From an optimization exercise on the open Yosys and OpenROAD flow, aimed at small area, a short achievable clock period and few clock cycles per item; shortcuts taken in it are not production practice.
Where RTL was checked, it was by simulation tests only, not by an equivalence proof against the original.
For runs 1 and 2, only the layout was checked, not whether the RTL still works.
Power and IR drop assume default switching activity.

**flow/run.sh**
```bash
#!/bin/bash
# The standard layout (the standard.sh, unchanged synthesis and steps),
# with two changes to how the layout is made:
#  - buffer_ports buffers every input and output port with
#    sky130_fd_sc_hd__buf_1 instead of the delay cell it picks by default;
#  - clock tree synthesis does not add dummy loads, and clusters up to 16 sinks per leaf buffer.
set -euo pipefail
export BUFFER_PORTS_ARGS="-buffer_cell sky130_fd_sc_hd__buf_1"
export CTS_ARGS="-sink_clustering_enable -repair_clock_nets -dont_use_dummy_load -sink_clustering_size 16 -sink_clustering_max_diameter 60 -buf_list {sky130_fd_sc_hd__clkbuf_8}"
bash standard.sh > standard_flow.log 2>&1
```
**constraint.sdc**
```tcl
create_clock -name core_clock -period 5.5 [get_ports {clk}]
set_input_delay 1.1000 -clock core_clock [delete_from_list [all_inputs] [get_ports {clk}]]
set_output_delay 1.1000 -clock core_clock [all_outputs]
set_load 0.01 [all_outputs]
```
**standard.sh**
```bash
#!/bin/bash
# synth_recipe.tcl (not shown) runs the flow's synth.tcl, then flattens the netlist and writes it again
# the make line also repeats each setting of config.mk as NAME=value (left out here)
make -C /OpenROAD-flow-scripts/flow DESIGN_CONFIG=/design/flow/config.mk WORK_HOME=/design/flow/orfs CLKGATE_MAP_FILE= SYNTH_SCRIPT=/design/flow/synth_recipe.tcl "${@:-finish}"
```
**config.mk**
```make
export PLATFORM = sky130hd
export DESIGN_NAME = mosaic_scroll_pixel_remap_core
export DESIGN_NICKNAME = mosaic_scroll_pixel_remap_core
export VERILOG_FILES = /design/flow/design.v
export SDC_FILE = /design/flow/constraint.sdc
export NUM_CORES = 4
export LEC_CHECK = 0
export ABC_AREA = 1
export CAP_MARGIN = 20
export CORE_MARGIN = 2
export CORE_UTILIZATION = 40
export SETUP_SLACK_MARGIN = 2.3
export SLEW_MARGIN = 20
```
**design.v**
```verilog
package msr_pkg;
    function automatic logic [11:0] div_step(input logic [3:0] r, input logic [7:0] q,
                                             input logic [3:0] dm);
        logic [4:0] t;
        logic [5:0] s;
        t = {r, q[7]};
        s = {1'b0, t} + {2'b01, ~dm};
        div_step = {s[5] ? s[3:0] : t[3:0], q[6:0], s[5]};
    endfunction
    function automatic logic [6:0] booth_ctl(input logic [3:0] n);
        booth_ctl = {n[3],
                     n[3] & !(n[2] & n[1]),
                     (!n[3] & n[2] & n[1]) | (n[3] & !n[2] & !n[1]),
                     n[2] ^ n[1],
                     n[1],
                     n[1] & !n[0],
                     n[0]};
    endfunction
    function automatic logic [11:0] mul_booth(input logic [7:0] c, input logic [6:0] bc);
        logic [8:0]  m0;
        logic [8:0]  m1;
        logic [11:0] a;
        logic [11:0] b;
        logic [11:0] k;
        logic [11:0] s;
        logic [11:0] cy;
        m0 = ({9{bc[0]}} & {1'b0, c}) | ({9{bc[1]}} & {c, 1'b0});
        m1 = ({9{bc[3]}} & {1'b0, c}) | ({9{bc[4]}} & {c, 1'b0});
        a  = {3'b000, m0} ^ {12{bc[2]}};
        b  = {1'b0, m1, 2'b00} ^ {{10{bc[5]}}, 2'b00};
        k  = {c & {8{bc[6]}}, 1'b0, bc[5], 1'b0, bc[2]};
        s  = a ^ b ^ k;
        cy = {(a[10:0] & b[10:0]) | (a[10:0] & k[10:0]) | (b[10:0] & k[10:0]), 1'b0};
        mul_booth = s + cy;
    endfunction
endpackage
module mosaic_scroll_pixel_remap_core (
    input  logic                 clk,
    input  logic                 rst_n,
    input  logic                 start,
    output logic                 busy,
    input  logic                 req_type,
    input  logic [8:0]           dest_x,
    input  logic [7:0]           dest_y,
    input  logic [4:0]           tile_size,
    input  logic [9:0]           cur_scroll_x,
    input  logic [9:0]           snap_scroll_x,
    input  logic [9:0]           cur_scroll_y,
    input  logic [9:0]           snap_scroll_y,
    input  logic                 track_scroll,
    input  logic [31:0]          pixel_in,
    output logic                 done,
    output logic                 write_enable,
    output logic [8:0]           source_x,
    output logic [7:0]           source_y,
    output logic [31:0]          pixel_out,
    input  logic                 cfg_we,
    input  logic [2:0]           cfg_index,
    input  logic [9:0]           cfg_data
);
    logic [8:0] wm1_reg;
    logic [7:0] hm1_reg;
    logic [8:0] m_reg;
    logic [3:0] num_reg;
    logic [3:0] dm1_reg;
    logic       ext_reg;
    logic       keep_reg;    
    logic [6:0] bc_reg;      
    logic       keep_n;
    logic       keep_d;
    assign keep_n = (dm1_reg == 4'd15) || (cfg_data[3:0] > dm1_reg);
    assign keep_d = (cfg_data[3:0] == 4'd0) || (num_reg >= cfg_data[3:0]);
    always_ff @(posedge clk or negedge rst_n)
    begin
        if (!rst_n)
        begin
            wm1_reg  <= 9'd255;
            hm1_reg  <= 8'd223;
            m_reg    <= 9'd64;
            num_reg  <= 4'd15;
            dm1_reg  <= 4'd14;
            ext_reg  <= 1'b0;
            keep_reg <= 1'b1;
            bc_reg   <= msr_pkg::booth_ctl(4'd1);
        end
        else if (cfg_we)
        begin
            case (cfg_index)
                3'd0: wm1_reg <= (cfg_data == 10'd0) ? 9'd0
                               : (cfg_data > 10'd512) ? 9'd511 : 9'(cfg_data - 10'd1);
                3'd1: hm1_reg <= (cfg_data[8:0] == 9'd0) ? 8'd0
                               : (cfg_data[8:0] > 9'd256) ? 8'd255 : 8'(cfg_data[8:0] - 9'd1);
                3'd2: m_reg   <= cfg_data[8:0];
                3'd3:
                begin
                    num_reg  <= cfg_data[3:0];
                    keep_reg <= keep_n;
                    bc_reg   <= msr_pkg::booth_ctl(keep_n ? 4'd1 : cfg_data[3:0]);
                end
                3'd4:
                begin
                    dm1_reg  <= cfg_data[3:0] - 4'd1;
                    keep_reg <= keep_d;
                    bc_reg   <= msr_pkg::booth_ctl(keep_d ? 4'd1 : num_reg);
                end
                3'd5: ext_reg <= cfg_data[0];
                default: ;
            endcase
        end
    end
    logic [3:0] db;
    assign db = dm1_reg & {4{!keep_reg}};
    assign busy = 1'b0;
    logic [3:0]  sm1_e;
    logic [9:0]  dx_e;
    logic [9:0]  dy_e;
    logic [11:0] p0_e;
    logic [11:0] p1_e;
    logic [11:0] p2_e;
    logic [27:0] side_e;
    logic [9:0]  xm_e;
    logic [10:0] bx_e;
    logic [10:0] by_e;
    logic [8:0]  cu_e;
    always_comb
    begin
        if (tile_size == 5'd0)
            sm1_e = 4'd0;
        else if (tile_size > 5'd16)
            sm1_e = 4'd15;
        else
            sm1_e = 4'(tile_size - 5'd1);
        dx_e = (cur_scroll_x - snap_scroll_x) & {10{track_scroll}};
        dy_e = (cur_scroll_y - snap_scroll_y) & {10{track_scroll}};
        bx_e = {2'b00, dest_x} + {dx_e[9], dx_e};
        by_e = {3'b000, dest_y} + {dy_e[9], dy_e};
        xm_e = {1'b0, dest_x} - {1'b0, m_reg};
        p0_e = msr_pkg::mul_booth(pixel_in[7:0], bc_reg);
        p1_e = msr_pkg::mul_booth(pixel_in[15:8], bc_reg);
        p2_e = msr_pkg::mul_booth(pixel_in[23:16], bc_reg);
        if (req_type)
            side_e = {db, 16'd0, pixel_in[31:24]};
        else
            side_e = {sm1_e, xm_e[9], 1'b0, by_e, bx_e};
        cu_e = {(xm_e[8] ^ xm_e[9]) & (sm1_e != 4'd0), xm_e[7:0] ^ {8{xm_e[9]}}};
    end
    logic        vld_1;
    logic        typ_1;
    logic        sel0_1;     
    logic        sel1_1;     
    logic        sel2_1;
    logic [27:0] side_1;
    logic [11:0] p0_1, p1_1, p2_1;
    logic [8:0]  cu_1;
    logic [7:0]  cy_1;
    always_ff @(posedge clk or negedge rst_n)
    begin
        if (!rst_n)
            vld_1 <= 1'b0;
        else
            vld_1 <= start;
    end
    always_ff @(posedge clk)
    begin
        typ_1  <= req_type;
        sel0_1 <= req_type & start;
        sel1_1 <= req_type | !start;
        sel2_1 <= req_type ^ !start;
        side_1 <= side_e;
        p0_1   <= p0_e;
        p1_1   <= p1_e;
        p2_1   <= p2_e;
        cu_1   <= cu_e;
        cy_1   <= dest_y;
    end
    logic [3:0]  r0_1, r1_1, r2_1;
    logic [7:0]  q0_1, q1_1, q2_1;
    always_comb
    begin
        r0_1 = sel0_1 ? p0_1[11:8] : {3'b000, cu_1[8]};
        q0_1 = sel0_1 ? p0_1[7:0] : cu_1[7:0];
        r1_1 = sel1_1 ? p1_1[11:8] : {side_1[23], side_1[21:19]};
        q1_1 = sel1_1 ? p1_1[7:0] : side_1[18:11];
        r2_1 = sel2_1 ? p2_1[11:8] : 4'd0;
        q2_1 = sel2_1 ? p2_1[7:0] : cy_1;
    end
    logic [3:0]  dl1_1;
    assign dl1_1 = side_1[27:24] | {4{!typ_1}};
    logic [3:0]  r0_1_0;
    logic [7:0]  q0_1_0;
    assign {r0_1_0, q0_1_0} = msr_pkg::div_step(r0_1, q0_1, side_1[27:24]);
    logic [3:0]  r1_1_0;
    logic [7:0]  q1_1_0;
    assign {r1_1_0, q1_1_0} = msr_pkg::div_step(r1_1, q1_1, dl1_1);
    logic [3:0]  r2_1_0;
    logic [7:0]  q2_1_0;
    assign {r2_1_0, q2_1_0} = msr_pkg::div_step(r2_1, q2_1, side_1[27:24]);
    logic [3:0]  r0_1_1;
    logic [7:0]  q0_1_1;
    assign {r0_1_1, q0_1_1} = msr_pkg::div_step(r0_1_0, q0_1_0, side_1[27:24]);
    logic [3:0]  r1_1_1;
    logic [7:0]  q1_1_1;
    assign {r1_1_1, q1_1_1} = msr_pkg::div_step(r1_1_0, q1_1_0, dl1_1);
    logic [3:0]  r2_1_1;
    logic [7:0]  q2_1_1;
    assign {r2_1_1, q2_1_1} = msr_pkg::div_step(r2_1_0, q2_1_0, side_1[27:24]);
    logic        oob_1;
    logic [15:0] side_1n;
    always_comb
    begin
        oob_1 = !ext_reg && (side_1[10] || side_1[21]
                || (side_1[9:0] > {1'b0, wm1_reg}) || (side_1[20:11] > {2'b00, hm1_reg}));
        if (typ_1)
            side_1n = {side_1[27:24], 4'd0, side_1[7:0]};
        else
            side_1n = {side_1[27:24], oob_1, side_1[10:0]};
    end
    logic        vld_2;
    logic        typ_2;
    logic [15:0] side_2;
    logic [3:0]  r0_2, r1_2, r2_2;
    logic [7:0]  q0_2, q1_2, q2_2;
    always_ff @(posedge clk or negedge rst_n)
    begin
        if (!rst_n)
            vld_2 <= 1'b0;
        else
            vld_2 <= vld_1;
    end
    always_ff @(posedge clk)
    begin
        typ_2 <= typ_1;
        side_2 <= side_1n;
        r0_2 <= r0_1_1;
        q0_2 <= q0_1_1;
        r1_2 <= r1_1_1;
        q1_2 <= q1_1_1;
        r2_2 <= r2_1_1;
        q2_2 <= q2_1_1;
    end
    logic [3:0]  dl1_2;
    assign dl1_2 = side_2[15:12] | {4{!typ_2}};
    logic [3:0]  r0_2_0;
    logic [7:0]  q0_2_0;
    assign {r0_2_0, q0_2_0} = msr_pkg::div_step(r0_2, q0_2, side_2[15:12]);
    logic [3:0]  r1_2_0;
    logic [7:0]  q1_2_0;
    assign {r1_2_0, q1_2_0} = msr_pkg::div_step(r1_2, q1_2, dl1_2);
    logic [3:0]  r2_2_0;
    logic [7:0]  q2_2_0;
    assign {r2_2_0, q2_2_0} = msr_pkg::div_step(r2_2, q2_2, side_2[15:12]);
    logic [3:0]  r0_2_1;
    logic [7:0]  q0_2_1;
    assign {r0_2_1, q0_2_1} = msr_pkg::div_step(r0_2_0, q0_2_0, side_2[15:12]);
    logic [3:0]  r1_2_1;
    logic [7:0]  q1_2_1;
    assign {r1_2_1, q1_2_1} = msr_pkg::div_step(r1_2_0, q1_2_0, dl1_2);
    logic [3:0]  r2_2_1;
    logic [7:0]  q2_2_1;
    assign {r2_2_1, q2_2_1} = msr_pkg::div_step(r2_2_0, q2_2_0, side_2[15:12]);
    logic        vld_3;
    logic        typ_3;
    logic [15:0] side_3;
    logic [3:0]  r0_3, r1_3, r2_3;
    logic [7:0]  q0_3, q1_3, q2_3;
    always_ff @(posedge clk or negedge rst_n)
    begin
        if (!rst_n)
            vld_3 <= 1'b0;
        else
            vld_3 <= vld_2;
    end
    always_ff @(posedge clk)
    begin
        typ_3 <= typ_2;
        side_3 <= side_2;
        r0_3 <= r0_2_1;
        q0_3 <= q0_2_1;
        r1_3 <= r1_2_1;
        q1_3 <= q1_2_1;
        r2_3 <= r2_2_1;
        q2_3 <= q2_2_1;
    end
    logic [3:0]  dl1_3;
    assign dl1_3 = side_3[15:12] | {4{!typ_3}};
    logic [3:0]  r0_3_0;
    logic [7:0]  q0_3_0;
    assign {r0_3_0, q0_3_0} = msr_pkg::div_step(r0_3, q0_3, side_3[15:12]);
    logic [3:0]  r1_3_0;
    logic [7:0]  q1_3_0;
    assign {r1_3_0, q1_3_0} = msr_pkg::div_step(r1_3, q1_3, dl1_3);
    logic [3:0]  r2_3_0;
    logic [7:0]  q2_3_0;
    assign {r2_3_0, q2_3_0} = msr_pkg::div_step(r2_3, q2_3, side_3[15:12]);
    logic [3:0]  r0_3_1;
    logic [7:0]  q0_3_1;
    assign {r0_3_1, q0_3_1} = msr_pkg::div_step(r0_3_0, q0_3_0, side_3[15:12]);
    logic [3:0]  r1_3_1;
    logic [7:0]  q1_3_1;
    assign {r1_3_1, q1_3_1} = msr_pkg::div_step(r1_3_0, q1_3_0, dl1_3);
    logic [3:0]  r2_3_1;
    logic [7:0]  q2_3_1;
    assign {r2_3_1, q2_3_1} = msr_pkg::div_step(r2_3_0, q2_3_0, side_3[15:12]);
    logic        vld_4;
    logic        typ_4;
    logic [15:0] side_4;
    logic [3:0]  r0_4, r1_4, r2_4;
    logic [7:0]  q0_4, q1_4, q2_4;
    always_ff @(posedge clk or negedge rst_n)
    begin
        if (!rst_n)
            vld_4 <= 1'b0;
        else
            vld_4 <= vld_3;
    end
    always_ff @(posedge clk)
    begin
        typ_4 <= typ_3;
        side_4 <= side_3;
        r0_4 <= r0_3_1;
        q0_4 <= q0_3_1;
        r1_4 <= r1_3_1;
        q1_4 <= q1_3_1;
        r2_4 <= r2_3_1;
        q2_4 <= q2_3_1;
    end
    logic [3:0]  dl1_4;
    assign dl1_4 = side_4[15:12] | {4{!typ_4}};
    logic [3:0]  r0_4_0;
    logic [7:0]  q0_4_0;
    assign {r0_4_0, q0_4_0} = msr_pkg::div_step(r0_4, q0_4, side_4[15:12]);
    logic [3:0]  r1_4_0;
    logic [7:0]  q1_4_0;
    assign {r1_4_0, q1_4_0} = msr_pkg::div_step(r1_4, q1_4, dl1_4);
    logic [3:0]  r2_4_0;
    logic [7:0]  q2_4_0;
    assign {r2_4_0, q2_4_0} = msr_pkg::div_step(r2_4, q2_4, side_4[15:12]);
    logic [3:0]  r0_4_1;
    logic [7:0]  q0_4_1;
    assign {r0_4_1, q0_4_1} = msr_pkg::div_step(r0_4_0, q0_4_0, side_4[15:12]);
    logic [3:0]  r1_4_1;
    logic [7:0]  q1_4_1;
    assign {r1_4_1, q1_4_1} = msr_pkg::div_step(r1_4_0, q1_4_0, dl1_4);
    logic [3:0]  r2_4_1;
    logic [7:0]  q2_4_1;
    assign {r2_4_1, q2_4_1} = msr_pkg::div_step(r2_4_0, q2_4_0, side_4[15:12]);
    logic        vld_5;
    logic        typ_5;
    logic [15:0] side_5;
    logic [3:0]  r0_5, r1_5, r2_5;
    logic [7:0]  q0_5, q1_5, q2_5;
    always_ff @(posedge clk or negedge rst_n)
    begin
        if (!rst_n)
            vld_5 <= 1'b0;
        else
            vld_5 <= vld_4;
    end
    always_ff @(posedge clk)
    begin
        typ_5 <= typ_4;
        side_5 <= side_4;
        r0_5 <= r0_4_1;
        q0_5 <= q0_4_1;
        r1_5 <= r1_4_1;
        q1_5 <= q1_4_1;
        r2_5 <= r2_4_1;
        q2_5 <= q2_4_1;
    end
    logic [3:0]  fx_f;
    logic [10:0] ex_f;
    logic [10:0] ey_f;
    logic        negx_f, overx_f, negy_f, overy_f;
    logic [8:0]  sx_f;
    logic [7:0]  sy_f;
    logic        we_f;
    logic [10:0] bx_f;
    logic [10:0] by_f;
    always_comb
    begin
        bx_f = side_5[10:0];
        by_f = {q1_5[6:0], r1_5};
        fx_f  = q1_5[7] ? (side_5[15:12] - r0_5) : r0_5;
        ex_f    = bx_f + {2'b11, ~wm1_reg};
        ey_f    = by_f + {3'b111, ~hm1_reg};
        negx_f  = bx_f[10] || (bx_f[9:4] == 6'd0 && bx_f[3:0] < fx_f);
        overx_f = !ex_f[10] && (ex_f[9:4] != 6'd0 || ex_f[3:0] >= fx_f);
        negy_f  = by_f[10] || (by_f[9:4] == 6'd0 && by_f[3:0] < r2_5);
        overy_f = !ey_f[10] && (ey_f[9:4] != 6'd0 || ey_f[3:0] >= r2_5);
        if (overx_f)
            sx_f = wm1_reg;
        else if (negx_f)
            sx_f = 9'd0;
        else
            sx_f = bx_f[8:0] - {5'd0, fx_f};
        if (overy_f)
            sy_f = hm1_reg;
        else if (negy_f)
            sy_f = 8'd0;
        else
            sy_f = by_f[7:0] - {4'd0, r2_5};
        we_f = !typ_5 && !side_5[11];
    end
    logic        done_r;
    logic        we_r;
    logic [8:0]  sx_r;
    logic [7:0]  sy_r;
    logic [31:0] px_r;
    always_ff @(posedge clk or negedge rst_n)
    begin
        if (!rst_n)
            done_r <= 1'b0;
        else
            done_r <= vld_5;
    end
    always_ff @(posedge clk)
    begin
        we_r <= we_f;
        sx_r <= sx_f & {9{we_f}};
        sy_r <= sy_f & {8{we_f}};
        px_r <= typ_5 ? {side_5[7:0], q2_5, q1_5, q0_5} : 32'd0;
    end
    assign done         = done_r;
    assign write_enable = we_r;
    assign source_x     = sx_r;
    assign source_y     = sy_r;
    assign pixel_out    = px_r;
endmodule
```
==> results by group, run 1 <==
Outcome
  – Status: no timing/DRC/antenna violations

Global route
  – Vias in the first global route: 17.3k
  – Grt ovf: 0
  – First-pass GRT wire length: 89400 um
  – Global routing usage on met3: 0.0275
  – Pin count of the biggest net entering global routing: 50
  – Met1 Use GR: 0.256
  – Busiest metal layer after global routing: met2
  – Initial antenna violation count: 2
  – Gr usage total: 0.198
  – Met2 GRT Util: 0.340

Critical path
  – FF-to-FF End: p2_1[11]
  – Crit end category: register
  – CP Class: register to register
  – Critical Path RT: 6.04 ns
  – Worst R2R Start: bc_reg[0]
  – CP Launch Type: register
  – FF-to-FF path depth: 15
  – Worst-path fanout max: 6
  – Flop2flop setup slack: 2.36 ns
  – Worst Path Arrival: 3.68 ns

Power
  – Cell Pwr Density: 606 nW/um^2
  – Max VDD drop: 0.316 mV
  – Total Power: 15.0 mW
  – Leakage: 12.2 nW

Layout
  – Commonest cells after routing, fill and taps aside: nand2_1, inv_1, dfxtp_1
  – Reg with most FFs: px_r
  – Final instance area: 24800 um^2
  – Commonest non-fill, non-tap cell in the layout: nand2_1
  – Nets: 3301
  – Number of flip-flops in the largest register: 32
  – Share of cells above drive strength 1: 0.103
  – Top Registers: px_r (32), side_1 (27)
  – Finished Core Util: 0.459
  – FILL cells: 5276
  – Area Growth Syn to Fin: 13.2%

Synthesis
  – Post-synthesis async set-or-reset flop share: 0.124
  – #FFs+latches synth: 395
  – Netlist cell types: 57
  – Synthesis Warnings: 1
  – Top FF cell, synth: dfxtp_1
  – Syn Nets: 3077
  – Part of the Yosys area used for sequential elements: 0.374
  – Mapped Cells: 2672
  – Netlist Area Pre-Place: 21900 um^2
  – Number of synthesized flops with an enable pin: 0
  – Syn Area/Cell: 8.18 um^2

Die
  – Die Wd: 238 um
  – Die footprint: 56500 um^2
  – Die height: 238 um
  – Core Area: 53900 um^2
  – Row cnt: 85
  – Starting Density: 0.405
  – Ports: 165

Detailed routing
  – Drt via density: 4.92
  – Final WL: 56200 um
  – Via count: 17.7k
  – DRT Pass-1 Iters: 5
  – Residual DRC: 0
  – DR WL/cell: 15.7 um
  – Routed Antenna Nets: 0
  – Initial DRC count: 889

Hold path
  – Hold Path Class: register to register
  – HP Start: q1_2[3]
  – Hold Path Sink: q1_3[5]
  – Worst hold path stage count: 0

CTS
  – CTS tree: yes
  – Clock-pin transition on the worst setup and hold timing paths: 0.09 ns
  – Cts bufs inserted: 40
  – H-Tree Depth: 2
  – Clock Latency Late Sink: 0.61 ns
  – Clock sinks: 395
  – Clk root buf: clkbuf_8
  – Hold Buf Count CTS: 0
  – Clk buf depth: 3

Timing
  – Final setup viols: 0
  – Max Slew Vio Count: 0
  – WHS: 0.286 ns
  – Post-Route Setup TNS: 0 ns
  – Fmax: 319 MHz
  – Actual slew at the worst max-slew pin: 0.959 ns
  – Clock skew: 0.0575 ns
  – Relative slew slack: 0.358
  – Period minus WS final: 3.14 ns
  – Final worst path period share: 0.571
  – Final Hold Fails: 0
  – RSZ-0062 raised after global routing: yes

Placement
  – Placer Congestion: 0.942
  – Detailed placer's ending HPWL: 44800 um
  – IO Port Bufs: 163
  – Placement Cell Area: 23500 um^2

Job
  – Max cap viols: 0
-- per-layer routing --
| layer | up-vias | share of wire |
|---|---|---|
| li1 | 9072 | - |
| met1 | 8144 | 0.45 |
| met2 | 351 | 0.48 |
| met3 | 104 | 0.044 |
| met4 | 0 | 0.031 |
| met5 | - | 0 |
-- synthesized netlist by cell type, types with 24 or more instances --
| cell | number | share of area |
|---|---|---|
| xnor2_1 | 40 | 0.016 |
| inv_1 | 409 | 0.070 |
| a31oi_1 | 24 | 0.0069 |
| nand3_1 | 113 | 0.026 |
| clkbuf_1 | 25 | 0.0043 |
| xor2_1 | 106 | 0.042 |
| dfstp_2 | 25 | 0.030 |
| a21oi_1 | 138 | 0.032 |
| o22ai_1 | 60 | 0.017 |
| ha_1 | 237 | 0.14 |
| dfxtp_1 | 346 | 0.32 |
| nor2_1 | 194 | 0.033 |
| mux2_2 | 25 | 0.013 |
| nor3_1 | 25 | 0.0057 |
| dfrtp_1 | 24 | 0.027 |
| o21ai_0 | 130 | 0.030 |
| nand2_1 | 557 | 0.096 |
| fa_1 | 55 | 0.050 |
-- worst max-delay path, stage by stage (launching register included) --
cell and delay, ns:
dfstp_2 0.65, clkinvlp_4 0.18, buf_4 0.21, o22ai_4 0.16, xor2_2 0.10, fa_1 0.54
inv_1 0.06, ha_4 0.23, a21oi_2 0.13, nand2_2 0.10, a31oi_4 0.22, o21ai_2 0.09
a21oi_1 0.13, nor2_1 0.05, nor2_1 0.10, xor2_1 0.16
-- stage by stage --
step                      setup WS, ns  instances
after detailed placement          1.74       3500
after global placement            1.77       3500
after CTS                         2.28       3550
final                             2.36       3591
after floorplan                   2.23       2672
after global routing              2.19       3591
-- logic make-up after synthesis --
kind of cell,synth area share
xor gates and xnor gates,0.0608
buffers and inverters,0.0782
other,0.000172
and+or+nand+nor,0.180
muxes,0.0129
AOI/OAI and AO/OA,0.107
adders and majority gates,0.186
DFF,0.374
-- cell type report --
cell class              count  area (um^2)  share of cell area
repair buffers            211         1020              0.0411
inverters                 414         1610              0.0651
flip-flops and latches    395         8210               0.332
repair inverters            5         37.5             0.00152
well taps                 696          871              0.0352
diodes                      1         2.50            0.000101
clock buffers              40          551              0.0222
multi-input cells        1829        12400               0.503
-- worst max-delay path by stage --
| stage | from | endpoint | slack, ns | cells past startpoint |
|---|---|---|---|---|
| final | bc_reg[0] | p2_1[11] | 2.36 | 15 |
| after global routing | bc_reg[0] | p0_1[11] | 2.19 | 15 |
| after CTS | sel1_1 | r1_2[1] | 2.28 | 21 |
| after detailed placement | cur_scroll_y[0] | side_1[20] | 1.74 | 20 |
| after global placement | cur_scroll_y[0] | side_1[20] | 1.77 | 21 |
| after floorplan | cur_scroll_y[0] | side_1[20] | 2.23 | 20 |
-- power breakdown --
group | internal (mW) | switching, mW
registers | 3.96 | 0.593
logic | 3.63 | 5.22
clock network | 0.647 | 0.932
total | 8.24 | 6.75
-- timing repair --
item | in CTS | in global routing
gates cloned | 4 | 2
endpoints found under the setup margin | 31 | 55
resized for setup | 22 | 88
pin swaps | 0 | 13
buffers inserted | 6 | 38
==> inputs of run 2 (changes only) <==
--- a/config.mk
+++ b/config.mk
@@ -9,5 +9,5 @@
 export CAP_MARGIN = 20
 export CORE_MARGIN = 2
 export CORE_UTILIZATION = 40
-export SETUP_SLACK_MARGIN = 2.3
+export SETUP_SLACK_MARGIN = 2.45
 export SLEW_MARGIN = 20
==> run 2 against run 1 <==
Compared with the run above:
- worst hold slack gained 0.0054 ns
- power grew 3.6%
- fmax grew 2.4%
- synthesized cell count is the same
- core utilization grew 1.3 points
- highest routed layer unchanged
- clock skew grew 0.00099 ns
- sequential cell count is the same
- still clean on timing, DRC and antenna
- global-route usage shrank 0.15 points
- sequential share of layout area shrank 0.89 points
- non-clock buffer count grew 24
- setup slack gained 0.073 ns
==> results by group, run 2 <==
Outcome
  – Status: no timing/DRC/antenna violations

Synthesis
  – Post-synthesis mux area share: 0.0129 (unchanged)
  – Syn Nets: 3077 (unchanged)
  – #FFs+latches synth: 395 (unchanged)
  – Mapped Cells: 2672 (unchanged)
  – Synth Area in XOR/XNOR: 0.0608 (unchanged)
  – Synthesis Warnings: 1 (unchanged)
  – Part of the Yosys area used for sequential elements: 0.374 (unchanged)
  – Syn Area/Cell: 8.18 um^2 (unchanged)
  – Top post-synthesis cells by area: dfxtp_1, ha_1, nand2_1
  – Synth Area in Simple Gates: 0.180 (unchanged)
  – Most frequent cell after synthesis: nand2_1
  – Post-synthesis async set-or-reset flop share: 0.124 (unchanged)
  – Netlist cell types: 57 (unchanged)
  – Area share of fa/ha/maj cells after synthesis: 0.186 (unchanged)
  – Synth Area in Compound Gates: 0.107 (unchanged)
  – Largest family of logic cells by synthesized area: adder cells
  – Post-synth top area share: 0.317 (unchanged)
  – Dominant cell type by area after synthesis: dfxtp_1
  – Top post-synthesis cells by count: nand2_1, inv_1, dfxtp_1, ha_1, nor2_1
  – Number of synthesized flops with an enable pin: 0 (unchanged)
  – Netlist Area Pre-Place: 21900 um^2 (unchanged)
  – Top FF cell, synth: dfxtp_1

Placement
  – IO Port Bufs: 163 (unchanged)
  – Post-placement setup slack: 1.73 ns (-0.0158 ns)
  – Detailed placer's ending HPWL: 44100 um (-1.6%)
  – Placer Congestion: 0.864 (-8.3%)
  – Placement Cell Area: 23600 um^2 (+0.55%)
  – Placed cells: 3503 (+0.086%)

Timing
  – Worst Setup Slack, final: 2.43 ns (+0.0725 ns)
  – Relative slew slack: 0.286 (-0.0725)
  – Final worst path period share: 0.558 (-0.0132)
  – Clock skew: 0.0585 ns (+0.000987 ns)
  – Final setup viols: 0 (unchanged)
  – RSZ-0062 raised after global routing: yes
  – Post-Route Setup TNS: 0 ns (unchanged)
  – Max Slew Vio Count: 0 (unchanged)
  – Period minus WS final: 3.07 ns (-0.0725 ns)
  – Final Hold Fails: 0 (unchanged)
  – Actual slew at the worst max-slew pin: 1.07 ns (+0.108 ns)
  – Fmax: 326 MHz (+2.4%)

Layout
  – Commonest cells after routing, fill and taps aside: nand2_1, inv_1, dfxtp_1
  – Commonest non-fill, non-tap cell in the layout: nand2_1
  – FILL cells: 5142 (-2.5%)
  – Number of flip-flops in the largest register: 32 (unchanged)
  – Area Growth Syn to Fin: 16.5%
  – Final instance area: 25500 um^2 (+2.8%)
  – Share of cells above drive strength 1: 0.143 (+0.0400)
  – Reg with most FFs: px_r
  – Fin cells: 3614 (+0.64%)
  – Top Registers: px_r (32), side_1 (27)
  – Nets: 3324 (+0.70%)

Hold path
  – Hold Path Class: register to register

Global route
  – Pin count of the biggest net entering global routing: 50 (unchanged)
  – Gr usage total: 0.196 (-0.00148)
  – Initial antenna violation count: 1 (-1)
  – Grt ovf: 0 (unchanged)
  – Vias in the first global route: 17.4k (+0.80%)
  – First-pass GRT wire length: 88700 um (-0.77%)

Die
  – Starting Density: 0.405 (unchanged)
  – Die footprint: 56500 um^2 (unchanged)
  – Die height: 238 um (unchanged)
  – Die Wd: 238 um (unchanged)
  – Ports: 165 (unchanged)
  – Row cnt: 85 (unchanged)
  – Core Area: 53900 um^2 (unchanged)

Critical path
  – Worst Path Arrival: 3.54 ns (-0.14 ns)
  – Critical Path Max Stage Delay: 0.38 ns (-0.27 ns)
  – CP top delay family: compound AO/OA/AOI/OAI gates
  – Critical Path RT: 5.97 ns (-0.07 ns)
  – CP Class: primary input to register
  – CP Launch Type: primary input
  – Crit path max-delay cell type: fa_2
  – Crit end category: register
  – Most used cell, CP: nand2_1
  – Worst-path fanout max: 4 (-2)
  – Crit path buffers/inverters: 5 (+2)
  – Critical path cell sequence: buf_8, inv_8, ha_4, fa_2, inv_2, buf_4, o21ai_0, a21oi_1, ha_1, a21oi_2, nand2_2, a31oi_4, o21ai_1, nand2_1, inv_1, o21bai_1, nand2_1, nand2_1, nor2_1

Detailed routing
  – Residual DRC: 0 (unchanged)
  – Initial DRC count: 951 (+7.0%)
  – Final WL: 57000 um (+1.4%)
  – Drt via density: 4.95 (+0.62%)
  – Routed Antenna Nets: 0 (unchanged)
  – Via count: 17.9k (+1.3%)
  – DRT Pass-1 Iters: 8 (+3)
  – DR WL/cell: 15.8 um (+0.72%)

CTS
  – Hold Buf Count CTS: 0 (unchanged)
  – Clk buf depth: 3 (unchanged)
  – H-Tree Depth: 2 (unchanged)
  – Cts bufs inserted: 36 (-10%)
  – CTS tree: yes
  – Clock Latency Late Sink: 0.61 ns (about the same)
  – Clock-pin transition on the worst setup and hold timing paths: 0.09 ns (about the same)
  – Clock sinks: 395 (unchanged)
  – Clk root buf: clkbuf_8

Power
  – Max VDD drop: 0.382 mV (+21%)
  – Leakage: 12.4 nW (+1.3%)
  – Cell Pwr Density: 610 nW/um^2 (+0.73%)

Job
  – Max cap viols: 0 (unchanged)
run 2: cells by family (layout without fill, tap and decap cells):
logic type      after synthesis  count (layout)
compound gates              414             414
fa+ha+maj                   292             292
mux                          25              25
xor+xnor                    148             148
flops                       395             395
other cells                   1               2
simple gates                948             951
buf+inv                     449             691
run 2: worst register-to-register path: cells and delay by family, from the launching register on:
family	cells	cell delay, ns
compound gates	5	0.77
fa+ha+maj	2	0.69
buf+inv	4	0.54
flops	1	0.50
xor+xnor	2	0.26
simple gates	2	0.18
run 2: timing repair:
action	4_1_cts	5_1_grt
endpoints found under the setup margin	44	79
setup buffers	22	43
cloned	4	5
resized for setup	41	171
pin swaps	0	51
run 2: routing by layer:
layer,up-vias,share of wire,GRT usage
met1,8294,0.44,0.247
met4,0,0.032,0.0680
li1,9122,-,-
met5,-,0,0
met3,108,0.039,0.0236
met2,371,0.49,0.346
run 2: cell type report:
type,count,area [um^2],area share
Clock buffer,36,495,0.0195
Sequential cell,395,8220,0.323
Inverter,414,1620,0.0635
Antenna cell,1,2.50,0.0000983
Timing Repair inverter,6,45.0,0.00177
Timing Repair Buffer,235,1230,0.0485
Tap cell,696,871,0.0342
Multi-Input combinational cell,1831,13000,0.510
run 2: worst paths after layout:
kind	slack, ns	from	cells past startpoint	end
worst max-delay path	2.43	cur_scroll_y[0]	19	side_1[20]
worst min-delay path	0.29	q0_2[0]	0	q0_3[2]
worst max register to register	2.50	bc_reg[4]	15	p2_1[11]
worst min register to register	0.29	q0_2[0]	0	q0_3[2]
max in group asynchronous	4.41	rst_n	2	bc_reg[3]
min in group asynchronous	0.63	rst_n	2	dm1_reg[0]
run 2: through the flow:
step	hold WS [ns]	total power, mW	util
after CTS	0.260	14.9	0.453
after global placement	0.310	12.9	0.438
after global routing	0.275	17.1	0.472
after floorplan	0.310	11.0	-
after detailed placement	0.312	13.2	0.438
final	0.292	15.5	0.472
run 2: where the power goes:
group | total (mW) | switching (mW) | internal (mW)
Clock | 1.48 | 0.897 | 0.586
Combinational | 9.51 | 5.53 | 3.98
Sequential | 4.54 | 0.575 | 3.96
Total | 15.5 | 7.00 | 8.53
==> inputs of run 3 (changes only) <==
--- a/design.v
+++ b/design.v
@@ -7,31 +7,18 @@
         s = {1'b0, t} + {2'b01, ~dm};
         div_step = {s[5] ? s[3:0] : t[3:0], q[6:0], s[5]};
     endfunction
-    function automatic logic [6:0] booth_ctl(input logic [3:0] n);
-        booth_ctl = {n[3],
-                     n[3] & !(n[2] & n[1]),
-                     (!n[3] & n[2] & n[1]) | (n[3] & !n[2] & !n[1]),
-                     n[2] ^ n[1],
-                     n[1],
-                     n[1] & !n[0],
-                     n[0]};
-    endfunction
-    function automatic logic [11:0] mul_booth(input logic [7:0] c, input logic [6:0] bc);
-        logic [8:0]  m0;
-        logic [8:0]  m1;
-        logic [11:0] a;
-        logic [11:0] b;
-        logic [11:0] k;
-        logic [11:0] s;
-        logic [11:0] cy;
-        m0 = ({9{bc[0]}} & {1'b0, c}) | ({9{bc[1]}} & {c, 1'b0});
-        m1 = ({9{bc[3]}} & {1'b0, c}) | ({9{bc[4]}} & {c, 1'b0});
-        a  = {3'b000, m0} ^ {12{bc[2]}};
-        b  = {1'b0, m1, 2'b00} ^ {{10{bc[5]}}, 2'b00};
-        k  = {c & {8{bc[6]}}, 1'b0, bc[5], 1'b0, bc[2]};
-        s  = a ^ b ^ k;
-        cy = {(a[10:0] & b[10:0]) | (a[10:0] & k[10:0]) | (b[10:0] & k[10:0]), 1'b0};
-        mul_booth = s + cy;
+    function automatic logic [11:0] mul8x4(input logic [7:0] c, input logic [3:0] n);
+        logic [11:0] a0, a1, a2, a3;
+        logic [11:0] s1, k1, s2, k2;
+        a0 = {4'd0, c & {8{n[0]}}};
+        a1 = {3'd0, c & {8{n[1]}}, 1'b0};
+        a2 = {2'd0, c & {8{n[2]}}, 2'b0};
+        a3 = {1'd0, c & {8{n[3]}}, 3'b0};
+        s1 = a0 ^ a1 ^ a2;
+        k1 = {((a0 & a1) | (a0 & a2) | (a1 & a2)), 1'b0};
+        s2 = s1 ^ k1 ^ a3;
+        k2 = {((s1 & k1) | (s1 & a3) | (k1 & a3)), 1'b0};
+        mul8x4 = s2 + k2;
     endfunction
 endpackage
 module mosaic_scroll_pixel_remap_core (
@@ -65,7 +52,7 @@
     logic [3:0] dm1_reg;
     logic       ext_reg;
     logic       keep_reg;    
-    logic [6:0] bc_reg;      
+    logic [3:0] nb_reg;      
     logic       keep_n;
     logic       keep_d;
     assign keep_n = (dm1_reg == 4'd15) || (cfg_data[3:0] > dm1_reg);
@@ -81,7 +68,7 @@
             dm1_reg  <= 4'd14;
             ext_reg  <= 1'b0;
             keep_reg <= 1'b1;
-            bc_reg   <= msr_pkg::booth_ctl(4'd1);
+            nb_reg   <= 4'd1;
         end
         else if (cfg_we)
         begin
@@ -95,20 +82,22 @@
                 begin
                     num_reg  <= cfg_data[3:0];
                     keep_reg <= keep_n;
-                    bc_reg   <= msr_pkg::booth_ctl(keep_n ? 4'd1 : cfg_data[3:0]);
+                    nb_reg   <= keep_n ? 4'd1 : cfg_data[3:0];
                 end
                 3'd4:
                 begin
                     dm1_reg  <= cfg_data[3:0] - 4'd1;
                     keep_reg <= keep_d;
-                    bc_reg   <= msr_pkg::booth_ctl(keep_d ? 4'd1 : num_reg);
+                    nb_reg   <= keep_d ? 4'd1 : num_reg;
                 end
                 3'd5: ext_reg <= cfg_data[0];
                 default: ;
             endcase
         end
     end
+    logic [3:0] nb;
     logic [3:0] db;
+    assign nb = nb_reg;
     assign db = dm1_reg & {4{!keep_reg}};
     assign busy = 1'b0;
     logic [3:0]  sm1_e;
@@ -135,20 +124,17 @@
         bx_e = {2'b00, dest_x} + {dx_e[9], dx_e};
         by_e = {3'b000, dest_y} + {dy_e[9], dy_e};
         xm_e = {1'b0, dest_x} - {1'b0, m_reg};
-        p0_e = msr_pkg::mul_booth(pixel_in[7:0], bc_reg);
-        p1_e = msr_pkg::mul_booth(pixel_in[15:8], bc_reg);
-        p2_e = msr_pkg::mul_booth(pixel_in[23:16], bc_reg);
+        p0_e = msr_pkg::mul8x4(pixel_in[7:0], nb);
+        p1_e = msr_pkg::mul8x4(pixel_in[15:8], nb);
+        p2_e = msr_pkg::mul8x4(pixel_in[23:16], nb);
         if (req_type)
             side_e = {db, 16'd0, pixel_in[31:24]};
         else
             side_e = {sm1_e, xm_e[9], 1'b0, by_e, bx_e};
-        cu_e = {(xm_e[8] ^ xm_e[9]) & (sm1_e != 4'd0), xm_e[7:0] ^ {8{xm_e[9]}}};
+        cu_e = xm_e[8:0] ^ {9{xm_e[9]}};
     end
     logic        vld_1;
     logic        typ_1;
-    logic        sel0_1;     
-    logic        sel1_1;     
-    logic        sel2_1;
     logic [27:0] side_1;
     logic [11:0] p0_1, p1_1, p2_1;
     logic [8:0]  cu_1;
@@ -163,9 +149,6 @@
     always_ff @(posedge clk)
     begin
         typ_1  <= req_type;
-        sel0_1 <= req_type & start;
-        sel1_1 <= req_type | !start;
-        sel2_1 <= req_type ^ !start;
         side_1 <= side_e;
         p0_1   <= p0_e;
         p1_1   <= p1_e;
@@ -177,12 +160,24 @@
     logic [7:0]  q0_1, q1_1, q2_1;
     always_comb
     begin
-        r0_1 = sel0_1 ? p0_1[11:8] : {3'b000, cu_1[8]};
-        q0_1 = sel0_1 ? p0_1[7:0] : cu_1[7:0];
-        r1_1 = sel1_1 ? p1_1[11:8] : {side_1[23], side_1[21:19]};
-        q1_1 = sel1_1 ? p1_1[7:0] : side_1[18:11];
-        r2_1 = sel2_1 ? p2_1[11:8] : 4'd0;
-        q2_1 = sel2_1 ? p2_1[7:0] : cy_1;
+        if (typ_1)
+        begin
+            r0_1 = p0_1[11:8];
+            q0_1 = p0_1[7:0];
+            r1_1 = p1_1[11:8];
+            q1_1 = p1_1[7:0];
+            r2_1 = p2_1[11:8];
+            q2_1 = p2_1[7:0];
+        end
+        else
+        begin
+            r0_1 = {3'b000, cu_1[8] & (side_1[27:24] != 4'd0)};
+            q0_1 = cu_1[7:0];
+            r1_1 = {side_1[23], side_1[21:19]};
+            q1_1 = side_1[18:11];
+            r2_1 = 4'd0;
+            q2_1 = cy_1;
+        end
     end
     logic [3:0]  dl1_1;
     assign dl1_1 = side_1[27:24] | {4{!typ_1}};
--- a/config.mk
+++ b/config.mk
@@ -9,5 +9,5 @@
 export CAP_MARGIN = 20
 export CORE_MARGIN = 2
 export CORE_UTILIZATION = 40
-export SETUP_SLACK_MARGIN = 2.45
+export SETUP_SLACK_MARGIN = 2.3
 export SLEW_MARGIN = 20
==> run 3 against run 2 <==
Compared with the run above:
- setup slack worse by 0.17 ns
- synthesized area down 3.1%
- non-clock buffer count down 13
- first-iteration DRC count shrank 16%
- fmax fell by 5.3%
- clock-buffer cell count up 1
- die area fell by 3.0%
- final cell count is 2.2% lower
- cell area down 5.7%
- critical path type is now register to register
==> results by group, run 3 <==
Layout
  – Commonest non-fill, non-tap cell in the layout: nand2_1
  – Commonest cells after routing, fill and taps aside: nand2_1, inv_1, dfxtp_1
  – Nets: 3270 (-1.6%)
  – Footprint of the multi-input gates: 11700 um^2 (-9.7%)
  – FF+latch area: 8070 um^2 (-1.9%)
  – Reg with most FFs: px_r
  – Area Growth Syn to Fin: 13.3%
  – Top Registers: px_r (32), side_1 (27)
  – FILL cells: 5116 (-0.51%)
  – Number of flip-flops in the largest register: 32 (unchanged)
  – Share of cells above drive strength 1: 0.0964 (-0.0462)
  – Finished Core Util: 0.458 (-0.0143)

Timing
  – Clock skew: 0.0577 ns (-0.000842 ns)
  – Worst Setup Slack, final: 2.26 ns (-0.171 ns)
  – Post-Route Setup TNS: 0 ns (unchanged)
  – Final worst path period share: 0.589 (+0.0311)
  – Final setup viols: 0 (unchanged)
  – Fmax: 309 MHz (-5.3%)
  – Period minus WS final: 3.24 ns (+0.171 ns)
  – WHS: 0.296 ns (+0.00446 ns)
  – Relative slew slack: 0.510 (+0.224)
  – RSZ-0062 raised after global routing: yes
  – Max Slew Vio Count: 0 (unchanged)
  – Actual slew at the worst max-slew pin: 0.728 ns (-0.339 ns)
  – Final Hold Fails: 0 (unchanged)

Synthesis
  – Mapped Cells: 2620 (-1.9%)
  – Top post-synthesis cells by area: dfxtp_1, ha_1, nand2_1
  – Syn Area/Cell: 8.09 um^2 (-1.2%)
  – Top post-synthesis cells by count: nand2_1, inv_1, dfxtp_1, ha_1, nor2_1
  – Most frequent cell after synthesis: nand2_1
  – Synthesis Warnings: 1 (unchanged)
  – #FFs+latches synth: 389 (-1.5%)
  – Netlist cell types: 49 (-14%)
  – Netlist Area Pre-Place: 21200 um^2 (-3.1%)
  – Dominant cell type by area after synthesis: dfxtp_1
  – Top FF cell, synth: dfxtp_1
  – Syn Nets: 3045 (-1.0%)
  – Post-synth top area share: 0.324 (+0.00725)
  – Part of the Yosys area used for sequential elements: 0.380 (+0.00554)
  – Post-synthesis async set-or-reset flop share: 0.118 (-0.00580)
  – Number of synthesized flops with an enable pin: 0 (unchanged)

Critical path
  – Crit path max-delay cell type: dfstp_4
  – Critical Path RT: 6.03 ns (+0.06 ns)
  – Worst R2R Start: nb_reg[0]
  – CP Class: register to register
  – Crit end category: register
  – Worst-path fanout max: 6 (+2)
  – FF-to-FF path depth: 13 (-2)
  – Flop2flop setup slack: 2.26 ns (-0.24 ns)
  – Most used cell, CP: buf_4
  – Critical Path Max Stage Delay: 0.72 ns (+0.34 ns)
  – CP Launch Type: register
  – Worst Path Arrival: 3.77 ns (+0.23 ns)
  – Critical path cell sequence: buf_8, nand2_4, fa_1, inv_1, fa_1, ha_2, inv_2, fa_2, o21ai_2, buf_4, buf_4, buf_4, xor2_1
  – FF-to-FF End: p0_1[7]

Detailed routing
  – Via count: 16.8k (-5.8%)
  – Initial DRC count: 801 (-16%)
  – Final WL: 51600 um (-9.3%)
  – DRT Pass-1 Iters: 7 (-1)
  – Routed Antenna Nets: 0 (unchanged)
  – DR WL/cell: 14.6 um (-7.3%)
  – Drt via density: 4.77 (-3.7%)
  – Residual DRC: 0 (unchanged)

CTS
  – H-Tree Depth: 2 (unchanged)
  – CTS tree: yes
  – Clock sinks: 389 (-1.5%)
  – Cts bufs inserted: 37 (+2.8%)
  – Clk buf depth: 3 (unchanged)
  – Clock-pin transition on the worst setup and hold timing paths: 0.10 ns (about the same)
  – Clock Latency Late Sink: 0.62 ns (about the same)
  – Clk root buf: clkbuf_8

Die
  – Die height: 234 um (-1.5%)
  – Ports: 165 (unchanged)
  – Die footprint: 54800 um^2 (-3.0%)
  – Starting Density: 0.404 (-0.00146)
  – Row cnt: 84 (-1.2%)
  – Core Area: 52400 um^2 (-2.7%)
  – Die Wd: 234 um (-1.5%)

Power
  – Comb pwr share: 0.534 (-0.078)
  – Switching Share: 0.425 (-0.0255)
  – Clock power frac: 0.121 (+0.025)
  – Max VDD drop: 0.190 mV (-50%)
  – Leakage: 12.4 nW (about the same)
  – Sequential fraction of design power: 0.344 (+0.052)
  – Cell Pwr Density: 520 nW/um^2 (-15%)
  – Total Power: 12.5 mW (-20%)
  – Int Power: 7.17 mW (-16%)
  – Switch Pwr: 5.31 mW (-24%)

Placement
  – Detailed placer's ending HPWL: 40200 um (-8.7%)
  – Post-placement setup slack: 1.71 ns (-0.0190 ns)
  – Placer Congestion: 0.893 (+3.4%)
  – IO Port Bufs: 163 (unchanged)

Job
  – Max cap viols: 0 (unchanged)

Global route
  – Pin count of the biggest net entering global routing: 47 (-6.0%)
  – Grt ovf: 0 (unchanged)
  – First-pass GRT wire length: 82400 um (-7.2%)
  – Initial antenna violation count: 3 (+2)
  – Gr usage total: 0.189 (-0.00737)
  – Vias in the first global route: 16.5k (-5.2%)

Hold path
  – Hold Path Class: register to register
  – Worst hold path stage count: 0 (unchanged)
  – Hold Path Sink: q1_3[4]
  – HP Start: q1_2[2]

Outcome
  – Status: no timing/DRC/antenna violations
run 3: worst max-delay path by stage:
stage,startpoint,slack [ns],to
after global routing,nb_reg[0],2.12,p0_1[11]
final,nb_reg[0],2.26,p0_1[7]
after floorplan,pixel_in[1],2.12,p0_1[11]
after detailed placement,pixel_in[12],1.71,p1_1[10]
after global placement,pixel_in[4],1.79,p0_1[10]
after CTS,nb_reg[0],2.23,p0_1[11]
run 3: cell families after synthesis:
logic type | Yosys count | share of synthesized area
flip-flops | 389 | 0.380
AND/OR/NAND/NOR | 979 | 0.188
buffers and inverters | 487 | 0.0875
AO/OA/AOI/OAI | 354 | 0.0914
adder cells (fa/ha/maj) | 312 | 0.211
XOR/XNOR | 92 | 0.0384
other | 1 | 0.000177
multiplexers | 6 | 0.00319
run 3: final cells by class:
| class | count | area share |
|---|---|---|
| diodes | 2 | 0.000208 |
| multi-input cells | 1744 | 0.488 |
| inverters | 451 | 0.0718 |
| well taps | 688 | 0.0359 |
| repair buffers | 222 | 0.0470 |
| flip-flops and latches | 389 | 0.336 |
| clock buffers | 37 | 0.0212 |
run 3: power groups by stage:
stage	combinational, mW	clock [mW]	sequential (mW)
finish	6.66	1.51	4.30
CTS	6.46	1.59	4.30
floorplan	4.84	0	4.19
global placement	6.01	0	4.36
global route	7.70	1.69	4.39
detailed placement	6.25	0	4.38
run 3: critical path, delay by kind of cell, from the launching register on:
family	cells	cell delay [ns]
buf+inv	6	0.57
xor+xnor	1	0.14
fa+ha+maj	4	1.51
flops	1	0.72
simple gates	1	0.05
compound gates	1	0.15
run 3: through the flow:
| stage | std cells | instance area [um^2] |
|---|---|---|
| 2_1_floorplan | 2620 | 21400 |
| 3_3_place_gp | 3444 | 22700 |
| 3_5_place_dp | 3444 | 22700 |
| 4_1_cts | 3504 | 23500 |
| 5_1_grt | 3533 | 24000 |
| 6_report | 3533 | 24000 |
run 3: layer usage:
layer | share of wire | global-route usage
met4 | 0.028 | 0.0591
met1 | 0.46 | 0.244
met5 | 0.00029 | 0
met3 | 0.039 | 0.0285
met2 | 0.48 | 0.324
run 3: what timing repair did:
action,4_1_cts,5_1_grt
hold buffers,0,0
setup buffers,23,26
gates resized for setup,35,78
cloned,0,1
pin swaps,16,43
endpoints found under the setup margin,37,64
Testbench counts of run 3, summed over its fixed seeds: cycles 13,184, items 12,800.
==> inputs of run 4 (changes only) <==
--- a/config.mk
+++ b/config.mk
@@ -9,5 +9,5 @@
 export CAP_MARGIN = 20
 export CORE_MARGIN = 2
 export CORE_UTILIZATION = 40
-export SETUP_SLACK_MARGIN = 2.3
+export SETUP_SLACK_MARGIN = 2.05
 export SLEW_MARGIN = 20
==> run 4 against run 3 <==
Compared with the run above:
- non-clock buffer count down 36
- critical path depth rose by 2
- clock skew decreased by 0.017 ns
- synthesized cell count stayed put
- routed wire length is 2.1% lower
- final cell count down 1.1%
- sequential share of layout area increased by 0.92 points
- largest cell class unchanged
- largest power group unchanged
==> results by group, run 4 <==
CTS
  – Clk buf depth: 3 (unchanged)
  – Clock Latency Late Sink: 0.62 ns (about the same)
  – Clock sinks: 389 (unchanged)
  – Clock-pin transition on the worst setup and hold timing paths: 0.11 ns (about the same)
  – Hold Buf Count CTS: 0 (unchanged)
  – CTS tree: yes
  – Cts bufs inserted: 35 (-5.4%)
  – Clk root buf: clkbuf_8
  – H-Tree Depth: 2 (unchanged)

Layout
  – Nets: 3233 (-1.1%)
  – Number of flip-flops in the largest register: 32 (unchanged)
  – Top Registers: px_r (32), side_1 (27)
  – Reg with most FFs: px_r
  – Final instance area: 23400 um^2 (-2.7%)
  – FILL cells: 5238 (+2.4%)
  – Area Growth Syn to Fin: 10.3%
  – Share of cells above drive strength 1: 0.0567 (-0.0397)
  – Commonest non-fill, non-tap cell in the layout: nand2_1
  – Fin cells: 3495 (-1.1%)
  – Commonest cells after routing, fill and taps aside: nand2_1, inv_1, dfxtp_1

Placement
  – Placer Congestion: 0.881 (-1.3%)
  – Placement Cell Area: 22600 um^2 (-0.64%)
  – Post-placement setup slack: 1.64 ns (-0.0666 ns)
  – Detailed placer's ending HPWL: 39900 um (-0.74%)
  – IO Port Bufs: 163 (unchanged)
  – Placed cells: 3444 (unchanged)

Synthesis
  – Mapped Cells: 2620 (unchanged)
  – Post-synthesis async set-or-reset flop share: 0.118 (unchanged)
  – Top FF cell, synth: dfxtp_1
  – Netlist cell types: 49 (unchanged)
  – Synthesis Warnings: 1 (unchanged)
  – Syn Area/Cell: 8.09 um^2 (unchanged)
  – Netlist Area Pre-Place: 21200 um^2 (unchanged)
  – #FFs+latches synth: 389 (unchanged)
  – Number of synthesized flops with an enable pin: 0 (unchanged)
  – Dominant cell type by area after synthesis: dfxtp_1
  – Part of the Yosys area used for sequential elements: 0.380 (unchanged)
  – Top post-synthesis cells by area: dfxtp_1, ha_1, nand2_1
  – Most frequent cell after synthesis: nand2_1
  – Post-synth top area share: 0.324 (unchanged)
  – Syn Nets: 3045 (unchanged)
  – Top post-synthesis cells by count: nand2_1, inv_1, dfxtp_1, ha_1, nor2_1

Timing
  – Period minus WS final: 3.32 ns (+0.0781 ns)
  – RSZ-0062 raised after global routing: yes
  – Post-Route Setup TNS: 0 ns (unchanged)
  – Final setup viols: 0 (unchanged)
  – Worst Setup Slack, final: 2.18 ns (-0.0781 ns)
  – Final Hold Fails: 0 (unchanged)
  – Max Slew Vio Count: 0 (unchanged)
  – Actual slew at the worst max-slew pin: 0.773 ns (+0.0444 ns)
  – Clock skew: 0.0408 ns (-0.0169 ns)
  – Final worst path period share: 0.603 (+0.0142)
  – Fmax: 302 MHz (-2.4%)
  – Relative slew slack: 0.483 (-0.0270)

Detailed routing
  – Final WL: 50500 um (-2.1%)
  – DR WL/cell: 14.5 um (-1.1%)
  – Via count: 16.5k (-2.0%)
  – DRT Pass-1 Iters: 9 (+2)
  – Drt via density: 4.73 (-0.92%)
  – Initial DRC count: 857 (+7.0%)
  – Residual DRC: 0 (unchanged)
  – Routed Antenna Nets: 0 (unchanged)

Critical path
  – FF-to-FF End: p1_1[10]
  – Worst-path fanout max: 7 (+1)
  – Crit end category: register
  – FF-to-FF path depth: 15 (+2)
  – CP Launch Type: register
  – Crit. Startpoint: nb_reg[0]
  – CP Class: register to register
  – Crit path capture: p1_1[10]
  – Flop2flop setup slack: 2.18 ns (-0.08 ns)
  – Worst R2R Start: nb_reg[0]
  – Worst Path Arrival: 3.80 ns (+0.03 ns)
  – Critical Path RT: 5.99 ns (-0.04 ns)

Die
  – Row cnt: 84 (unchanged)
  – Die height: 234 um (unchanged)
  – Die footprint: 54800 um^2 (unchanged)
  – Starting Density: 0.404 (unchanged)
  – Ports: 165 (unchanged)
  – Die Wd: 234 um (unchanged)
  – Core Area: 52400 um^2 (unchanged)

Power
  – Total Power: 12.1 mW (-3.1%)
  – Cell Pwr Density: 517 nW/um^2 (-0.46%)
  – Leakage: 12.1 nW (-2.0%)
  – Max VDD drop: 0.167 mV (-12%)

Global route
  – Vias in the first global route: 16.5k (-0.36%)
  – Initial antenna violation count: 1 (-2)
  – Pin count of the biggest net entering global routing: 47 (unchanged)
  – First-pass GRT wire length: 81300 um (-1.3%)
  – Grt ovf: 0 (unchanged)
  – Gr usage total: 0.186 (-0.00308)

Outcome
  – Status: no timing/DRC/antenna violations

Hold path
  – Hold Path Class: register to register

Job
  – Max cap viols: 0 (unchanged)
==> run 4: logic make-up after synthesis <==
| logic type | synth area share |
|---|---|
| AOI/OAI and AO/OA | 0.0914 |
| xor gates and xnor gates | 0.0384 |
| adders and majority gates | 0.211 |
| buffers and inverters | 0.0875 |
| DFF | 0.380 |
| muxes | 0.00319 |
| other | 0.000177 |
| and+or+nand+nor | 0.188 |
==> run 4: routing by layer <==
layer  vias up  global-route usage  part of all wire
li1       8612                   -                 -
met1      7570               0.240              0.46
met2       256               0.320              0.48
met3        76              0.0243             0.035
met4         0              0.0617             0.027
met5         -                   0                 0
==> run 4: how the worst min path moves through the flow <==
stage / from / to / slack (ns) / depth (start not counted)
4_1_cts: q1_2[4] / q1_3[6] / 0.31 / 0
3_3_place_gp: side_3[7] / side_4[7] / 0.31 / 0
5_1_grt: q1_3[1] / q1_4[3] / 0.32 / 0
6_report: q1_3[5] / q1_4[7] / 0.30 / 0
2_1_floorplan: q0_2[0] / q0_3[2] / 0.31 / 0
3_5_place_dp: q0_4[2] / q0_5[4] / 0.31 / 0
==> run 4: stage by stage <==
step / hold WS [ns] / util
global route: 0.318 / 0.445
finish: 0.304 / 0.445
floorplan: 0.310 / -
detailed placement: 0.312 / 0.431
CTS: 0.307 / 0.441
global placement: 0.311 / 0.431
==> run 4: what timing repair did <==
action / CTS / global route
setup buffers: 3 / 11
gates cloned: 1 / 0
resized for setup: 11 / 37
setup endpoints to repair: 25 / 35
pin swaps: 0 / 8
==> run 4: final cells by class <==
cell class	instances	area (um^2)	area share
Multi-Input combinational cell	1744	11400	0.489
Timing Repair inverter	1	5.00	0.000214
Timing Repair Buffer	186	831	0.0356
Tap cell	688	861	0.0368
Sequential cell	389	8060	0.345
Clock buffer	35	482	0.0206
Antenna cell	1	2.50	0.000107
Inverter	451	1700	0.0728
==> run 4: power breakdown <==
group          switching (mW)  internal (mW)  leakage [nW]
Clock                   0.905          0.571         0.252
Sequential              0.496           3.82          3.39
Combinational            3.76           2.53          8.47
Total                    5.16           6.92          12.1
==> run 4: critical path: stages, from the launching register on <==
cell and delay (ns):
dfstp_4 0.66, buf_12 0.14, nand2_1 0.08, fa_1 0.54
inv_1 0.06, fa_1 0.58, ha_4 0.23, a21oi_1 0.16
nand2_1 0.10, nand2_1 0.06, nand2_1 0.04, nand2_1 0.07
a21boi_0 0.12, o21ai_1 0.15, nand2_1 0.08, xor2_1 0.14
==> inputs of run 5 (changes only) <==
--- a/config.mk
+++ b/config.mk
@@ -9,5 +9,5 @@
 export CAP_MARGIN = 20
 export CORE_MARGIN = 2
 export CORE_UTILIZATION = 40
-export SETUP_SLACK_MARGIN = 2.05
+export SETUP_SLACK_MARGIN = 2.25
 export SLEW_MARGIN = 20
==> run 5 against run 4 <==
Compared with the run above:
- register-to-register slack improved by 0.11 ns
- power rose by 1.4%
- clock-buffer cell count fell by 1
- clock power fell by 3%
- sequential cell count did not move
- cell area rose by 1.6%
- via count rose by 0.49%
- synthesized area did not move
- synthesized cell count did not move
- final cell count rose by 0.49%
- setup slack improved by 0.11 ns
- critical path type unchanged
==> results by group, run 5 <==
CTS
  – Clock sinks: 389 (unchanged)
  – Clock Latency Late Sink: 0.61 ns (about the same)
  – H-Tree Depth: 2 (unchanged)
  – Clk root buf: clkbuf_8
  – Hold Buf Count CTS: 0 (unchanged)
  – Cts bufs inserted: 34 (-2.9%)
  – CTS tree: yes
  – Clk buf depth: 3 (unchanged)
  – Clock-pin transition on the worst setup and hold timing paths: 0.09 ns (-0.02 ns)

Critical path
  – Crit path buffers/inverters: 3 (+1)
  – Flop2flop setup slack: 2.30 ns (+0.11 ns)
  – Critical path cell sequence: buf_12, nand2_4, fa_1, inv_1, fa_1, ha_2, inv_2, fa_2, o21ai_2, nand2_1, nand2_1, a21oi_2, o21ai_1, a21o_1
  – CP Launch Type: register
  – Critical Path Max Stage Delay: 0.67 ns (about the same)
  – Crit end category: register
  – CP Class: register to register
  – Crit path max-delay cell type: dfstp_4
  – Crit. Startpoint: nb_reg[0]
  – CP top delay family: adder cells
  – Critical Path RT: 6.03 ns (+0.04 ns)
  – Worst Path Arrival: 3.73 ns (-0.07 ns)
  – Worst-path fanout max: 6 (-1)
  – Worst R2R Start: nb_reg[0]

Die
  – Row cnt: 84 (unchanged)
  – Die footprint: 54800 um^2 (unchanged)
  – Ports: 165 (unchanged)
  – Starting Density: 0.404 (unchanged)
  – Core Area: 52400 um^2 (unchanged)
  – Die height: 234 um (unchanged)
  – Die Wd: 234 um (unchanged)

Synthesis
  – Most frequent cell after synthesis: nand2_1
  – Top post-synthesis cells by area: dfxtp_1, ha_1, nand2_1
  – #FFs+latches synth: 389 (unchanged)
  – Netlist Area Pre-Place: 21200 um^2 (unchanged)
  – Dominant cell type by area after synthesis: dfxtp_1
  – Post-synth top area share: 0.324 (unchanged)
  – Post-synthesis async set-or-reset flop share: 0.118 (unchanged)
  – Syn Nets: 3045 (unchanged)
  – Synthesis Warnings: 1 (unchanged)
  – Number of synthesized flops with an enable pin: 0 (unchanged)
  – Syn Area/Cell: 8.09 um^2 (unchanged)
  – Top post-synthesis cells by count: nand2_1, inv_1, dfxtp_1, ha_1, nor2_1
  – Netlist cell types: 49 (unchanged)
  – Part of the Yosys area used for sequential elements: 0.380 (unchanged)
  – Top FF cell, synth: dfxtp_1
  – Mapped Cells: 2620 (unchanged)

Placement
  – Detailed placer's ending HPWL: 39700 um (-0.57%)
  – IO Port Bufs: 163 (unchanged)
  – Placer Congestion: 0.888 (+0.85%)
  – Post-placement setup slack: 1.70 ns (+0.0595 ns)

Timing
  – Final Hold Fails: 0 (unchanged)
  – Relative slew slack: 0.495 (+0.0119)
  – Final setup viols: 0 (unchanged)
  – Post-Route Setup TNS: 0 ns (unchanged)
  – Fmax: 312 MHz (+3.6%)
  – Max Slew Vio Count: 0 (unchanged)
  – Worst Setup Slack, final: 2.30 ns (+0.114 ns)
  – Actual slew at the worst max-slew pin: 0.755 ns (-0.0177 ns)
  – RSZ-0062 raised after global routing: yes
  – WHS: 0.299 ns (-0.00564 ns)
  – Period minus WS final: 3.20 ns (-0.114 ns)
  – Final worst path period share: 0.582 (-0.0207)
  – Clock skew: 0.0735 ns (+0.0327 ns)

Layout
  – Area Growth Syn to Fin: 12.0%
  – Commonest non-fill, non-tap cell in the layout: nand2_1
  – Share of cells above drive strength 1: 0.0808 (+0.0242)
  – Number of flip-flops in the largest register: 32 (unchanged)
  – Nets: 3248 (+0.46%)
  – Top Registers: px_r (32), side_1 (27)
  – Reg with most FFs: px_r
  – Commonest cells after routing, fill and taps aside: nand2_1, inv_1, dfxtp_1

Detailed routing
  – Residual DRC: 0 (unchanged)
  – Drt via density: 4.73 (about the same)
  – Via count: 16.6k (+0.49%)
  – Initial DRC count: 837 (-2.3%)
  – Final WL: 50500 um (about the same)
  – DR WL/cell: 14.4 um (-0.49%)
  – Routed Antenna Nets: 0 (unchanged)
  – DRT Pass-1 Iters: 5 (-4)

Job
  – Max cap viols: 0 (unchanged)

Global route
  – Pin count of the biggest net entering global routing: 47 (unchanged)
  – Grt ovf: 0 (unchanged)
  – Initial antenna violation count: 3 (+2)
  – Vias in the first global route: 16.1k (-1.9%)
  – Gr usage total: 0.184 (-0.00230)
  – First-pass GRT wire length: 80300 um (-1.2%)

Power
  – Max VDD drop: 0.174 mV (+4.1%)
  – Cell Pwr Density: 516 nW/um^2 (-0.14%)
  – Leakage: 12.2 nW (+0.97%)

Hold path
  – HP Start: q1_4[0]
  – Hold Path Class: register to register

Outcome
  – Status: no timing/DRC/antenna violations
[run 5: timing repair]
action	4_1_cts	5_1_grt
endpoints found under the setup margin	37	51
pin swaps	0	25
setup buffers	3	28
gates resized for setup	20	70
cloned	0	1
[run 5: cell families (layout without fill, tap and decap cells)]
logic type / count (synthesis) / after routing / synth area share
fa+ha+maj: 312 / 312 / 0.211
xor+xnor: 92 / 92 / 0.0384
compound gates: 354 / 354 / 0.0914
other cells: 1 / 4 / 0.000177
flops: 389 / 389 / 0.380
buf+inv: 487 / 688 / 0.0875
mux: 6 / 6 / 0.00319
simple gates: 979 / 979 / 0.188
[run 5: final timing paths]
kind | end | cells after the start
setup / recovery | p1_1[11] | 14
hold / removal | q1_5[2] | 0
setup reg to reg | p1_1[11] | 14
hold reg to reg | q1_5[2] | 0
max in group asynchronous | nb_reg[1] | 2
min in group asynchronous | dm1_reg[0] | 2
[run 5: power breakdown]
part	internal (mW)	switching, mW	total (mW)	leakage (nW)
registers	3.82	0.486	4.31	3.39
clock network	0.555	0.889	1.44	0.244
logic	2.65	3.85	6.50	8.59
[run 5: cell type report]
class	instances	area [um^2]
timing repair buffer	203	991
multi-input combinational	1744	11600
inverter	451	1720
antenna	3	7.51
sequential	389	8070
tap	688	861
clock buffer	34	468
fill	5215	28700
[run 5: per-layer routing]
layer | part of all wire | vias up | global-route usage | wire, um
li1 | - | 8643 | - | -
met1 | 0.47 | 7607 | 0.240 | 23500
met2 | 0.47 | 264 | 0.313 | 23900
met3 | 0.036 | 81 | 0.0252 | 1820
met4 | 0.026 | 0 | 0.0581 | 1320
met5 | 0 | - | 0 | 0
[run 5: per-stage QoR]
stage | power, mW | cell area, um^2 | util | std cells
2_1_floorplan | 9.03 | 21300 | - | 2620
3_3_place_gp | 10.4 | 22700 | 0.433 | 3443
3_5_place_dp | 10.6 | 22700 | 0.433 | 3443
4_1_cts | 12.1 | 23300 | 0.444 | 3480
5_1_grt | 13.6 | 23700 | 0.452 | 3512
6_report | 12.3 | 23700 | 0.452 | 3512
[run 5: worst reg2reg max path, stage by stage, from the launching register on]
cell and delay [ns]:
dfstp_4 0.67, buf_12 0.15, nand2_4 0.05, fa_1 0.48, inv_1 0.05, fa_1 0.50
ha_2 0.19, inv_2 0.04, fa_2 0.40, o21ai_2 0.16, nand2_1 0.07, nand2_1 0.08
a21oi_2 0.07, o21ai_1 0.13, a21o_1 0.12

-- re-timing with driven ports --
How much do the figures lean on ideal ports? The routed layouts below were timed once more, with nothing changed but the port constraints. Step 1 sets driving cells, clkbuf_16 on the clock port and buf_2 on the other inputs (assumed; they add their load-dependent delay and slew). Step 2 moves the port delays by t, midway between the first and last clock arrival at a register: inputs arrive t later, outputs are due t later. That takes back most of the time a late clock gives input paths. Three values: ideal ports, drivers, drivers and shift; two values: the first two.
run	shift t [ns]	setup slack, ns	hold slack, ns	clock arrival spread, ns	cell pins on the clock port's net
run 1	0.641	2.361 / 2.361 / 1.839	0.286 / 0.286 / 0.286	0.068 / 0.068	1
run 2	0.631	2.434 / 2.437 / 1.807	0.292 / 0.292 / 0.292	0.065 / 0.065	1
run 3	0.643	2.263 / 2.263 / 1.730	0.296 / 0.296 / 0.296	0.059 / 0.059	1
run 4	0.645	2.185 / 2.185 / 1.682	0.304 / 0.304 / 0.304	0.049 / 0.049	1
run 5	0.631	2.299 / 2.299 / 1.752	0.299 / 0.299 / 0.299	0.075 / 0.075	1
After both steps every run listed still meets setup and hold. The setup slack of run 2, which loses most, moves by +0.003 ns with the drivers and by -0.627 ns with both steps.
